Source: an optimization exercise on an open RTL-to-GDS flow (aim: small area, a short achievable clock period and few clock cycles). Production flows keep margins and buffers that such runs may drop. At most, simulation tests tie the RTL to the original design; equivalence was not proved.

==> inputs of v34 <==
==> flow/design.v <==
`default_nettype none
package sw_pkg;
    typedef logic signed [14-1:0] score_t;
    typedef logic [2-1:0] base_t;
    typedef logic [16*2-1:0] query_t;
    typedef logic [10-1:0] pos_t;
    typedef logic [5-1:0] col_t;
    typedef logic [7-1:0] hval_t;
    typedef logic [16*7-1:0] hvec_t;
endpackage
`default_nettype wire
`default_nettype none
module symbol_intake (
    input  wire                i_clk,
    input  wire                i_rst,
    input  wire                i_start,
    input  wire                i_done,
    input  wire                i_sym_req,
    input  wire sw_pkg::base_t i_sym,
    input  wire                i_sym_last,
    output logic               o_sym_ack,
    output logic               o_busy,
    output logic               o_start_q,
    output logic               o_step,
    output sw_pkg::base_t      o_step_base,
    output logic               o_last_step
);
    logic run;       
    logic start_ok;
    logic accept;
    assign start_ok = i_start && !o_busy;
    assign accept   = run && i_sym_req && !o_sym_ack;
    always_ff @(posedge i_clk or posedge i_rst) begin
        if (i_rst) begin
            o_busy      <= 1'b0;
            run         <= 1'b0;
            o_sym_ack   <= 1'b0;
            o_start_q   <= 1'b0;
            o_step      <= 1'b0;
            o_last_step <= 1'b0;
        end else begin
            o_start_q   <= start_ok;
            o_step      <= accept;
            o_last_step <= accept && i_sym_last;
            if (start_ok) begin
                o_busy <= 1'b1;
            end else if (i_done) begin
                o_busy <= 1'b0;
            end
            if (start_ok) begin
                run <= 1'b1;
            end else if (accept && i_sym_last) begin
                run <= 1'b0;
            end
            o_sym_ack <= accept || (o_sym_ack && i_sym_req);
        end
    end
    always_ff @(posedge i_clk) begin
        o_step_base <= i_sym;
    end
endmodule
`default_nettype wire
`default_nettype none
module pe_cell #(
    parameter int C  = 1,
    parameter int HB = 2,    
    parameter int DB = 1,    
    parameter int FB = 0,    
    parameter int FW = 1     
) (
    input  wire sw_pkg::base_t   i_a,
    input  wire sw_pkg::base_t   i_b,
    input  wire [DB-1:0]         i_h_diag,
    input  wire [HB-1:0]         i_h_top,
    input  wire [FW-1:0] i_f_top,
    output logic [HB-1:0]        o_h,
    output logic [FW-1:0] o_f
);
    localparam int W = HB + 1;
    logic [W-1:0] diag;
    logic [W-1:0] h_diag;
    logic [W-1:0] f_ext;
    logic [W-1:0] f_open;
    logic [W-1:0] top;
    logic [W-1:0] f_new;
    always_comb begin
        diag = W'(i_h_diag);
        top  = W'(i_h_top);
        if (i_a == i_b) begin
            h_diag = diag + W'(2);
        end else if (diag > W'(-(-3))) begin
            h_diag = diag - W'(-(-3));
        end else begin
            h_diag = '0;
        end
        f_ext  = '0;
        f_open = '0;
        f_new  = '0;
        if (FB > 0) begin
            f_ext  = (W'(i_f_top) > W'(-(-1))) ? W'(i_f_top) - W'(-(-1)) : '0;
            f_open = (top > W'(-(-12))) ? top - W'(-(-12)) : '0;
            f_new  = (f_ext > f_open) ? f_ext : f_open;
        end
        o_f = f_new[FW-1:0];
        o_h = (f_new > h_diag) ? f_new[HB-1:0] : h_diag[HB-1:0];
    end
endmodule
`default_nettype wire
`default_nettype none
module pe_array (
    input  wire                 i_clk,
    input  wire                 i_rst,
    input  wire                 i_start,
    input  wire                 i_query_load,
    input  wire sw_pkg::query_t i_query,
    input  wire                 i_step,
    input  wire sw_pkg::base_t  i_step_base,
    input  wire                 i_last_step,
    output sw_pkg::hvec_t       o_h_scores,
    output logic                o_valid,
    output logic                o_last
);
    localparam int N = 16;
    localparam int W = 7;
    sw_pkg::query_t query_q;
    sw_pkg::hval_t  h  [N+1];    
    logic [5:0]     z  [N+1];    
    logic [5:0]     pm [N+1];    
    logic           v1;
    logic           l1;
    assign h[0] = '0;
    assign z[0] = '0;
    logic [5:0] m78, m89, m910, m1011, m1112, m1213, m1314, m1415, m9to12;
    function automatic logic [5:0] max6(input logic [5:0] a, input logic [5:0] b);
        max6 = (a > b) ? a : b;
    endfunction
    assign m78    = max6(z[7],  z[8]);
    assign m89    = max6(z[8],  z[9]);
    assign m910   = max6(z[9],  z[10]);
    assign m1011  = max6(z[10], z[11]);
    assign m1112  = max6(z[11], z[12]);
    assign m1213  = max6(z[12], z[13]);
    assign m1314  = max6(z[13], z[14]);
    assign m1415  = max6(z[14], z[15]);
    assign m9to12 = max6(m910, m1112);
    assign pm[8]  = z[7];
    assign pm[9]  = m78;
    assign pm[10] = m89;
    assign pm[11] = max6(m89, z[10]);
    assign pm[12] = max6(m89, m1011);
    assign pm[13] = m9to12;
    assign pm[14] = max6(m9to12, z[13]);
    assign pm[15] = max6(m9to12, m1314);
    assign pm[16] = max6(max6(m1011, m1213), m1415);
    genvar gc;
    generate
        for (gc = 1; gc <= N; gc++) begin : g_col
            localparam int HB = $clog2(2 * gc + 1);
            localparam int DB = (gc == 1) ? 1 : $clog2(2 * gc - 1);
            localparam int FB = (2 * gc - 12 <= 0) ? 0 : $clog2(2 * gc - 11);
            localparam int FW = (FB > 0) ? FB : 1;
            logic [HB-1:0] hq;
            logic [HB-1:0] h1;
            logic [HB-1:0] h2;
            logic [FW-1:0] f1;
            logic [FW-1:0] fq;
            pe_cell #(.C(gc), .HB(HB), .DB(DB), .FB(FB), .FW(FW)) u_cell (
                .i_a      (query_q[(gc-1)*2 +: 2]),
                .i_b      (i_step_base),
                .i_h_diag (h[gc-1][DB-1:0]),
                .i_h_top  (hq),
                .i_f_top  (fq),
                .o_h      (h1),
                .o_f      (f1)
            );
            assign h[gc] = W'(hq);
            assign z[gc] = 6'(hq) + 6'(gc);
            if (gc >= 8) begin : g_gap
                logic signed [7:0] e;
                assign e  = $signed({2'b0, pm[gc]}) - 8'sd11 - 8'(gc);
                assign h2 = (e > $signed(8'(hq))) ? e[HB-1:0] : hq;
            end else begin : g_nogap
                assign h2 = hq;
            end
            if (gc == 1) begin : g_h1
                logic hb;
                always_ff @(posedge i_clk) begin
                    if (i_start) hb <= 1'b0;
                    else if (i_step) hb <= h1[1];
                end
                assign hq = {hb, 1'b0};
            end else begin : g_h
                always_ff @(posedge i_clk) begin
                    if (i_start) hq <= '0;
                    else if (i_step) hq <= h1;
                    else hq <= h2;
                end
            end
            if (FB == 0) begin : g_nof
                assign fq = '0;
            end else begin : g_f
                always_ff @(posedge i_clk) begin
                    if (i_start) fq <= '0;
                    else if (i_step) fq <= f1;
                end
            end
            assign o_h_scores[(gc-1)*W +: W] = h[gc];
        end
    endgenerate
    always_ff @(posedge i_clk) begin
        if (i_query_load) query_q <= i_query;
    end
    always_ff @(posedge i_clk or posedge i_rst) begin
        if (i_rst) begin
            v1      <= 1'b0;
            l1      <= 1'b0;
            o_valid <= 1'b0;
            o_last  <= 1'b0;
        end else begin
            v1      <= i_step;
            l1      <= i_last_step;
            o_valid <= v1;
            o_last  <= l1;
        end
    end
endmodule
`default_nettype wire
`default_nettype none
module wavefront_max (
    input  wire                     i_clk,
    input  wire                     i_rst,
    input  wire sw_pkg::hvec_t      i_h_scores,
    input  wire                     i_valid,
    input  wire                     i_last,
    output sw_pkg::hval_t           o_row_max,
    output logic [5-2:0]    o_row_idx,     
    output logic                    o_valid,
    output logic                    o_last
);
    localparam int N     = 16;
    localparam int NODES = 2 * N - 1;
    localparam int W     = 7;
    sw_pkg::hval_t            node_val [NODES];
    logic [5-2:0]     node_idx [NODES];
    always_comb begin
        for (int k = 0; k < N; k++) begin
            node_val[N-1+k] = i_h_scores[k*W +: W];
            node_idx[N-1+k] = (5-1)'(k);
        end
        for (int k = N - 2; k >= 0; k--) begin
            if (node_val[2*k+2] >= node_val[2*k+1]) begin
                node_val[k] = node_val[2*k+2];
                node_idx[k] = node_idx[2*k+2];
            end else begin
                node_val[k] = node_val[2*k+1];
                node_idx[k] = node_idx[2*k+1];
            end
        end
    end
    always_ff @(posedge i_clk or posedge i_rst) begin
        if (i_rst) begin
            o_valid <= 1'b0;
            o_last  <= 1'b0;
        end else begin
            o_valid <= i_valid;
            o_last  <= i_last;
        end
    end
    always_ff @(posedge i_clk) begin
        if (i_valid) begin
            o_row_max <= node_val[0];
            o_row_idx <= node_idx[0];
        end
    end
endmodule
`default_nettype wire
`default_nettype none
module score_max_tracker (
    input  wire                  i_clk,
    input  wire                  i_rst,
    input  wire                  i_start,
    input  wire sw_pkg::hval_t   i_row_max,
    input  wire [5-2:0]  i_row_idx,     
    input  wire                  i_valid,
    input  wire                  i_last,
    output sw_pkg::score_t       o_max_score,
    output sw_pkg::pos_t         o_max_row,
    output sw_pkg::col_t         o_max_col,
    output logic                 o_done,
    output logic                 o_done_d
);
    sw_pkg::hval_t          best;
    logic [5-2:0]   delta;
    sw_pkg::pos_t           row;
    logic                   win;
    assign win = (i_row_max > best) || ((i_row_max == best) && (i_row_idx >= delta));
    assign o_max_score = sw_pkg::score_t'(best);
    assign o_done_d    = i_valid && i_last;
    always_ff @(posedge i_clk or posedge i_rst) begin
        if (i_rst) begin
            o_done <= 1'b0;
        end else begin
            o_done <= o_done_d;
        end
    end
    always_ff @(posedge i_clk) begin
        if (i_start) begin
            best  <= '0;
            delta <= '0;
            row   <= sw_pkg::pos_t'(1);
        end else if (i_valid) begin
            row <= row + 1'b1;
            if (win) begin
                best      <= i_row_max;
                delta     <= i_row_idx;
                o_max_row <= row;
                o_max_col <= sw_pkg::col_t'(i_row_idx) + 1'b1;
            end else if (delta != '0) begin
                delta <= delta - 1'b1;
            end
        end
    end
endmodule
`default_nettype wire
`default_nettype none
module sw_align_top (
    input  wire                 i_clk,
    input  wire                 i_rst,
    input  wire                 i_start,
    input  wire sw_pkg::query_t i_query,
    input  wire                 i_sym_req,
    input  wire sw_pkg::base_t  i_sym,
    input  wire                 i_sym_last,
    output logic                o_sym_ack,
    output logic                o_busy,
    output logic                o_done,
    output sw_pkg::score_t      o_max_score,
    output sw_pkg::pos_t        o_max_row,
    output sw_pkg::col_t        o_max_col
);
    logic               start_q;
    logic               done_d;
    logic               step;
    sw_pkg::base_t      step_base;
    logic               last_step;
    sw_pkg::hvec_t      h_scores;
    logic               h_valid;
    logic               h_last;
    sw_pkg::hval_t      row_max;
    logic [5-2:0] row_idx;
    logic               row_valid;
    logic               row_last;
    symbol_intake u_intake (
        .i_clk        (i_clk),
        .i_rst        (i_rst),
        .i_start      (i_start),
        .i_done       (done_d),
        .i_sym_req    (i_sym_req),
        .i_sym        (i_sym),
        .i_sym_last   (i_sym_last),
        .o_sym_ack    (o_sym_ack),
        .o_busy       (o_busy),
        .o_start_q    (start_q),
        .o_step       (step),
        .o_step_base  (step_base),
        .o_last_step  (last_step)
    );
    pe_array u_array (
        .i_clk        (i_clk),
        .i_rst        (i_rst),
        .i_start      (start_q),
        .i_query_load (!o_busy),
        .i_query      (i_query),
        .i_step       (step),
        .i_step_base  (step_base),
        .i_last_step  (last_step),
        .o_h_scores   (h_scores),
        .o_valid      (h_valid),
        .o_last       (h_last)
    );
    wavefront_max u_wave_max (
        .i_clk        (i_clk),
        .i_rst        (i_rst),
        .i_h_scores   (h_scores),
        .i_valid      (h_valid),
        .i_last       (h_last),
        .o_row_max    (row_max),
        .o_row_idx    (row_idx),
        .o_valid      (row_valid),
        .o_last       (row_last)
    );
    score_max_tracker u_tracker (
        .i_clk        (i_clk),
        .i_rst        (i_rst),
        .i_start      (start_q),
        .i_row_max    (row_max),
        .i_row_idx    (row_idx),
        .i_valid      (row_valid),
        .i_last       (row_last),
        .o_max_score  (o_max_score),
        .o_max_row    (o_max_row),
        .o_max_col    (o_max_col),
        .o_done       (o_done),
        .o_done_d     (done_d)
    );
endmodule
`default_nettype wire
==> flow/flow/run.sh <==
#!/bin/bash
# Standard ORFS layout, except that synthesis leaves adders to ABC instead of
# extracting them into half/full adder cells (ADDER_MAP_FILE empty), which lets
# ABC optimise the small constant adders and comparators of this design.
set -euo pipefail
cd "$(dirname "$0")/.."
bash standard.sh ADDER_MAP_FILE= finish > make_finish.log 2>&1
==> flow/standard.sh <==
#!/bin/bash
# synth_recipe.tcl (not shown) runs the flow's synth.tcl, then flattens the netlist and writes it again
# the make line also repeats each setting of config.mk as NAME=value (left out here)
make -C /OpenROAD-flow-scripts/flow DESIGN_CONFIG=/design/flow/config.mk WORK_HOME=/design/flow/orfs CLKGATE_MAP_FILE= SYNTH_SCRIPT=/design/flow/synth_recipe.tcl "${@:-finish}"
==> flow/config.mk <==
export PLATFORM = sky130hd
export DESIGN_NAME = sw_align_top
export DESIGN_NICKNAME = sw_align_top
export VERILOG_FILES = /design/flow/design.v
export SDC_FILE = /design/flow/constraint.sdc
export NUM_CORES = 4
export LEC_CHECK = 0
export CAP_MARGIN = 20
export CORE_MARGIN = 2
export CORE_UTILIZATION = 40
export SLEW_MARGIN = 20
==> flow/constraint.sdc <==
create_clock -name core_clock -period 10.0 [get_ports {i_clk}]
set_input_delay 2.0000 -clock core_clock [delete_from_list [all_inputs] [get_ports {i_clk}]]
set_output_delay 2.0000 -clock core_clock [all_outputs]
set_load 0.01 [all_outputs]
==> inputs of v38, as changes to v34 <==
--- a/flow/design.v
+++ b/flow/design.v
@@ -22,2 +22,3 @@
     output logic               o_busy,
+    output logic               o_busy_i,    
     output logic               o_start_q,
@@ -30,3 +31,3 @@
     logic accept;
-    assign start_ok = i_start && !o_busy;
+    assign start_ok = i_start && !o_busy_i;
     assign accept   = run && i_sym_req && !o_sym_ack;
@@ -35,2 +36,3 @@
             o_busy      <= 1'b0;
+            o_busy_i    <= 1'b0;
             run         <= 1'b0;
@@ -45,5 +47,7 @@
             if (start_ok) begin
-                o_busy <= 1'b1;
+                o_busy   <= 1'b1;
+                o_busy_i <= 1'b1;
             end else if (i_done) begin
-                o_busy <= 1'b0;
+                o_busy   <= 1'b0;
+                o_busy_i <= 1'b0;
             end
@@ -178,5 +182,7 @@
             if (gc >= 8) begin : g_gap
-                logic signed [7:0] e;
-                assign e  = $signed({2'b0, pm[gc]}) - 8'sd11 - 8'(gc);
-                assign h2 = (e > $signed(8'(hq))) ? e[HB-1:0] : hq;
+                logic [6:0] e;
+                logic [6:0] thr;
+                assign e   = 7'(pm[gc]) - 7'(11 + gc);
+                assign thr = 7'(hq) + 7'(11 + gc);
+                assign h2  = (7'(pm[gc]) > thr) ? e[HB-1:0] : hq;
             end else begin : g_nogap
@@ -232,5 +238,6 @@
     input  wire sw_pkg::hvec_t      i_h_scores,
+    input  wire sw_pkg::hval_t      i_best,
     input  wire                     i_valid,
     input  wire                     i_last,
-    output sw_pkg::hval_t           o_row_max,
+    output logic [1:0]              o_row_key,
     output logic [5-2:0]    o_row_idx,     
@@ -242,3 +249,3 @@
     localparam int W     = 7;
-    sw_pkg::hval_t            node_val [NODES];
+    logic [1:0]               node_key [NODES];
     logic [5-2:0]     node_idx [NODES];
@@ -246,3 +253,7 @@
         for (int k = 0; k < N; k++) begin
-            node_val[N-1+k] = i_h_scores[k*W +: W];
+            sw_pkg::hval_t hk;
+            logic [1:0]    dk;
+            hk = i_h_scores[k*W +: W];
+            dk = hk[1:0] - i_best[1:0];
+            node_key[N-1+k] = (hk >= i_best) ? dk + 2'd1 : 2'd0;
             node_idx[N-1+k] = (5-1)'(k);
@@ -250,7 +261,7 @@
         for (int k = N - 2; k >= 0; k--) begin
-            if (node_val[2*k+2] >= node_val[2*k+1]) begin
-                node_val[k] = node_val[2*k+2];
+            if (node_key[2*k+2] >= node_key[2*k+1]) begin
+                node_key[k] = node_key[2*k+2];
                 node_idx[k] = node_idx[2*k+2];
             end else begin
-                node_val[k] = node_val[2*k+1];
+                node_key[k] = node_key[2*k+1];
                 node_idx[k] = node_idx[2*k+1];
@@ -270,3 +281,3 @@
         if (i_valid) begin
-            o_row_max <= node_val[0];
+            o_row_key <= node_key[0];
             o_row_idx <= node_idx[0];
@@ -281,3 +292,3 @@
     input  wire                  i_start,
-    input  wire sw_pkg::hval_t   i_row_max,
+    input  wire [1:0]            i_row_key,
     input  wire [5-2:0]  i_row_idx,     
@@ -285,2 +296,3 @@
     input  wire                  i_last,
+    output sw_pkg::hval_t        o_best,
     output sw_pkg::score_t       o_max_score,
@@ -291,8 +303,8 @@
 );
-    sw_pkg::hval_t          best;
     logic [5-2:0]   delta;
     sw_pkg::pos_t           row;
+    sw_pkg::hval_t          score_q;     
     logic                   win;
-    assign win = (i_row_max > best) || ((i_row_max == best) && (i_row_idx >= delta));
-    assign o_max_score = sw_pkg::score_t'(best);
+    assign win = i_row_key[1] || (i_row_key[0] && (i_row_idx >= delta));
+    assign o_max_score = sw_pkg::score_t'(score_q);
     assign o_done_d    = i_valid && i_last;
@@ -307,5 +319,6 @@
         if (i_start) begin
-            best  <= '0;
-            delta <= '0;
-            row   <= sw_pkg::pos_t'(1);
+            o_best  <= '0;
+            score_q <= '0;
+            delta  <= '0;
+            row    <= sw_pkg::pos_t'(1);
         end else if (i_valid) begin
@@ -313,3 +326,4 @@
             if (win) begin
-                best      <= i_row_max;
+                o_best    <= o_best + sw_pkg::hval_t'(i_row_key) - 1'b1;
+                score_q   <= o_best + sw_pkg::hval_t'(i_row_key) - 1'b1;
                 delta     <= i_row_idx;
@@ -341,2 +355,3 @@
     logic               start_q;
+    logic               busy_i;
     logic               done_d;
@@ -348,3 +363,4 @@
     logic               h_last;
-    sw_pkg::hval_t      row_max;
+    sw_pkg::hval_t      best;
+    logic [1:0]         row_key;
     logic [5-2:0] row_idx;
@@ -362,2 +378,3 @@
         .o_busy       (o_busy),
+        .o_busy_i     (busy_i),
         .o_start_q    (start_q),
@@ -371,3 +388,3 @@
         .i_start      (start_q),
-        .i_query_load (!o_busy),
+        .i_query_load (!busy_i),
         .i_query      (i_query),
@@ -384,5 +401,6 @@
         .i_h_scores   (h_scores),
+        .i_best       (best),
         .i_valid      (h_valid),
         .i_last       (h_last),
-        .o_row_max    (row_max),
+        .o_row_key    (row_key),
         .o_row_idx    (row_idx),
@@ -395,3 +413,3 @@
         .i_start      (start_q),
-        .i_row_max    (row_max),
+        .i_row_key    (row_key),
         .i_row_idx    (row_idx),
@@ -399,2 +417,3 @@
         .i_last       (row_last),
+        .o_best       (best),
         .o_max_score  (o_max_score),
==> flow/flow/run.sh (replaced) <==
#!/bin/bash
# Standard ORFS layout with these changes, none of which touches the design or
# its constraints:
#  - synthesis leaves adders to ABC instead of extracting them into half/full
#    adder cells (ADDER_MAP_FILE empty), so ABC can optimise the small
#    constant adders and comparators of this design;
#  - ABC restructures and maps for area only (a copy of ORFS's scripts
#    folder whose abc_area.script runs &deepsyn for 60 s, then ORFS's
#    own area script: "dch; map -B 0.9; topo; stime; buffer; upsize;
#    dnsize");
#  - the port buffers are buf_2 cells instead of the delay buffer that
#    buffer_ports picks by default;
#  - timing repair aims at the margin given below.
# make's output goes to make_finish.log; each ORFS step logs to orfs/logs/.
set -euo pipefail
cd "$(dirname "$0")/.."
rm -rf scripts_abc
cp -r "$FLOW_HOME/scripts" scripts_abc
printf 'strash\n&get -n\n&deepsyn -T 60\n&put\ndch\nmap -B 0.9\ntopo\nstime -c\nbuffer -c\nupsize -c\ndnsize -c\n' > scripts_abc/abc_area.script
bash standard.sh ADDER_MAP_FILE= "SCRIPTS_DIR=$PWD/scripts_abc" \
    "BUFFER_PORTS_ARGS=-buffer_cell sky130_fd_sc_hd__buf_2" \
    SETUP_SLACK_MARGIN=6.5 finish > make_finish.log 2>&1
Settings changed: ABC_AREA from default to 1.
==> inputs of v27, as changes to v34 <==
--- a/flow/design.v
+++ b/flow/design.v
@@ -178,5 +178,7 @@
             if (gc >= 8) begin : g_gap
-                logic signed [7:0] e;
-                assign e  = $signed({2'b0, pm[gc]}) - 8'sd11 - 8'(gc);
-                assign h2 = (e > $signed(8'(hq))) ? e[HB-1:0] : hq;
+                logic [6:0] e;
+                logic [6:0] thr;
+                assign e   = 7'(pm[gc]) - 7'(11 + gc);
+                assign thr = 7'(hq) + 7'(11 + gc);
+                assign h2  = (7'(pm[gc]) > thr) ? e[HB-1:0] : hq;
             end else begin : g_nogap
@@ -232,5 +234,6 @@
     input  wire sw_pkg::hvec_t      i_h_scores,
+    input  wire sw_pkg::hval_t      i_best,
     input  wire                     i_valid,
     input  wire                     i_last,
-    output sw_pkg::hval_t           o_row_max,
+    output logic [1:0]              o_row_key,
     output logic [5-2:0]    o_row_idx,     
@@ -242,3 +245,3 @@
     localparam int W     = 7;
-    sw_pkg::hval_t            node_val [NODES];
+    logic [1:0]               node_key [NODES];
     logic [5-2:0]     node_idx [NODES];
@@ -246,3 +249,7 @@
         for (int k = 0; k < N; k++) begin
-            node_val[N-1+k] = i_h_scores[k*W +: W];
+            sw_pkg::hval_t hk;
+            logic [1:0]    dk;
+            hk = i_h_scores[k*W +: W];
+            dk = hk[1:0] - i_best[1:0];
+            node_key[N-1+k] = (hk >= i_best) ? dk + 2'd1 : 2'd0;
             node_idx[N-1+k] = (5-1)'(k);
@@ -250,7 +257,7 @@
         for (int k = N - 2; k >= 0; k--) begin
-            if (node_val[2*k+2] >= node_val[2*k+1]) begin
-                node_val[k] = node_val[2*k+2];
+            if (node_key[2*k+2] >= node_key[2*k+1]) begin
+                node_key[k] = node_key[2*k+2];
                 node_idx[k] = node_idx[2*k+2];
             end else begin
-                node_val[k] = node_val[2*k+1];
+                node_key[k] = node_key[2*k+1];
                 node_idx[k] = node_idx[2*k+1];
@@ -270,3 +277,3 @@
         if (i_valid) begin
-            o_row_max <= node_val[0];
+            o_row_key <= node_key[0];
             o_row_idx <= node_idx[0];
@@ -281,3 +288,3 @@
     input  wire                  i_start,
-    input  wire sw_pkg::hval_t   i_row_max,
+    input  wire [1:0]            i_row_key,
     input  wire [5-2:0]  i_row_idx,     
@@ -285,2 +292,3 @@
     input  wire                  i_last,
+    output sw_pkg::hval_t        o_best,
     output sw_pkg::score_t       o_max_score,
@@ -291,3 +299,2 @@
 );
-    sw_pkg::hval_t          best;
     logic [5-2:0]   delta;
@@ -295,4 +302,4 @@
     logic                   win;
-    assign win = (i_row_max > best) || ((i_row_max == best) && (i_row_idx >= delta));
-    assign o_max_score = sw_pkg::score_t'(best);
+    assign win = i_row_key[1] || (i_row_key[0] && (i_row_idx >= delta));
+    assign o_max_score = sw_pkg::score_t'(o_best);
     assign o_done_d    = i_valid && i_last;
@@ -307,5 +314,5 @@
         if (i_start) begin
-            best  <= '0;
-            delta <= '0;
-            row   <= sw_pkg::pos_t'(1);
+            o_best <= '0;
+            delta  <= '0;
+            row    <= sw_pkg::pos_t'(1);
         end else if (i_valid) begin
@@ -313,3 +320,3 @@
             if (win) begin
-                best      <= i_row_max;
+                o_best    <= o_best + sw_pkg::hval_t'(i_row_key) - 1'b1;
                 delta     <= i_row_idx;
@@ -348,3 +355,4 @@
     logic               h_last;
-    sw_pkg::hval_t      row_max;
+    sw_pkg::hval_t      best;
+    logic [1:0]         row_key;
     logic [5-2:0] row_idx;
@@ -384,5 +392,6 @@
         .i_h_scores   (h_scores),
+        .i_best       (best),
         .i_valid      (h_valid),
         .i_last       (h_last),
-        .o_row_max    (row_max),
+        .o_row_key    (row_key),
         .o_row_idx    (row_idx),
@@ -395,3 +404,3 @@
         .i_start      (start_q),
-        .i_row_max    (row_max),
+        .i_row_key    (row_key),
         .i_row_idx    (row_idx),
@@ -399,2 +408,3 @@
         .i_last       (row_last),
+        .o_best       (best),
         .o_max_score  (o_max_score),
--- a/flow/flow/run.sh
+++ b/flow/flow/run.sh
@@ -6,2 +6,2 @@
 cd "$(dirname "$0")/.."
-bash standard.sh ADDER_MAP_FILE= finish > make_finish.log 2>&1
+bash standard.sh ADDER_MAP_FILE= SETUP_SLACK_MARGIN=6.5 finish > make_finish.log 2>&1
Settings changed: ABC_AREA from default to 1.
==> summary.txt <==
item	v34	v38	v27
Count of state elements after synthesis	199	196	196
Row count	81	72	79
Proportion of cell area occupied by registers	0.216	0.261	0.196
Worst-case setup slack after placement	3330 ps	6030 ps	4960 ps
Cells after DPL	3384	3016	3815
Outcome	finished clean	finished clean	finished clean
Layout overhead on the synthesized area	7.49%	14.1%	27.2%
Vias after detailed routing	21000	17200	22000
Number of clock buffers in the layout	22	22	17
Type of the setup path with the least slack	reg2reg	reg2out	reg2reg
Sink count of the clock tree	199	196	196
Source of the worst hold timing path	u_array.v1	u_intake.o_last_step	u_array.o_last
Worst-case clock skew	19.6 ps	15.8 ps	16.1 ps
Worst reg2reg path startpoint	u_array.g_col[10].hq[3]	u_array.g_col[13].hq[1]	u_array.g_col[11].hq[0]
Share of synthesized cell area in and, or, nand and nor gates	0.240	0.326	0.374
DIE AREA	51600 um2	40500 um2	48300 um2
Async set-or-reset flop fraction in the synthesized netlist	0.0653	0.0663	0.0663
Storage cell area	4630 um2	4620 um2	4650 um2
Via count of the first global-routing pass	18900	15900	20200
Post-synthesis instance total	2818	2501	3226
Testbench counts of v27, summed over its fixed seeds: cycles 102,964.
The RTL of v34 and v38 was laid out without a check of its function.

afterwards: timing with drivers on the ports:
In the flow no input, the clock included, has a driving cell. The finished layouts below were timed again as built, in two steps. Step 1 (the two cells are an assumption about what drives the block):
set clk [get_ports {i_clk}]
set_driving_cell -lib_cell sky130_fd_sc_hd__clkbuf_16 $clk
set_driving_cell -lib_cell sky130_fd_sc_hd__buf_2 [delete_from_list [all_inputs] $clk]
Step 2 adds t to the input delays and takes it off the output delays; t is the mean of the earliest and latest rising clock arrival at the registers after step 1. Input paths then give back, and output paths get back, about the clock's delay inside the block. Three values: ideal ports, drivers, drivers and shift; two values: the first two.
run | t, ns | setup slack, ns | worst hold slack (ns) | worst setup path after step 2 | pins driven straight from the clock port
v34 | 0.548 | 3.258 / 3.258 / 3.258 | 0.355 / 0.355 / 0.355 | register to register | 1
v38 | 0.516 | 6.562 / 6.505 / 6.622 | 0.351 / 0.351 / 0.351 | register to register | 1
v27 | 0.570 | 5.795 / 5.795 / 5.795 | 0.361 / 0.361 / 0.361 | register to register | 1
After both steps setup and hold are still met in every run listed.
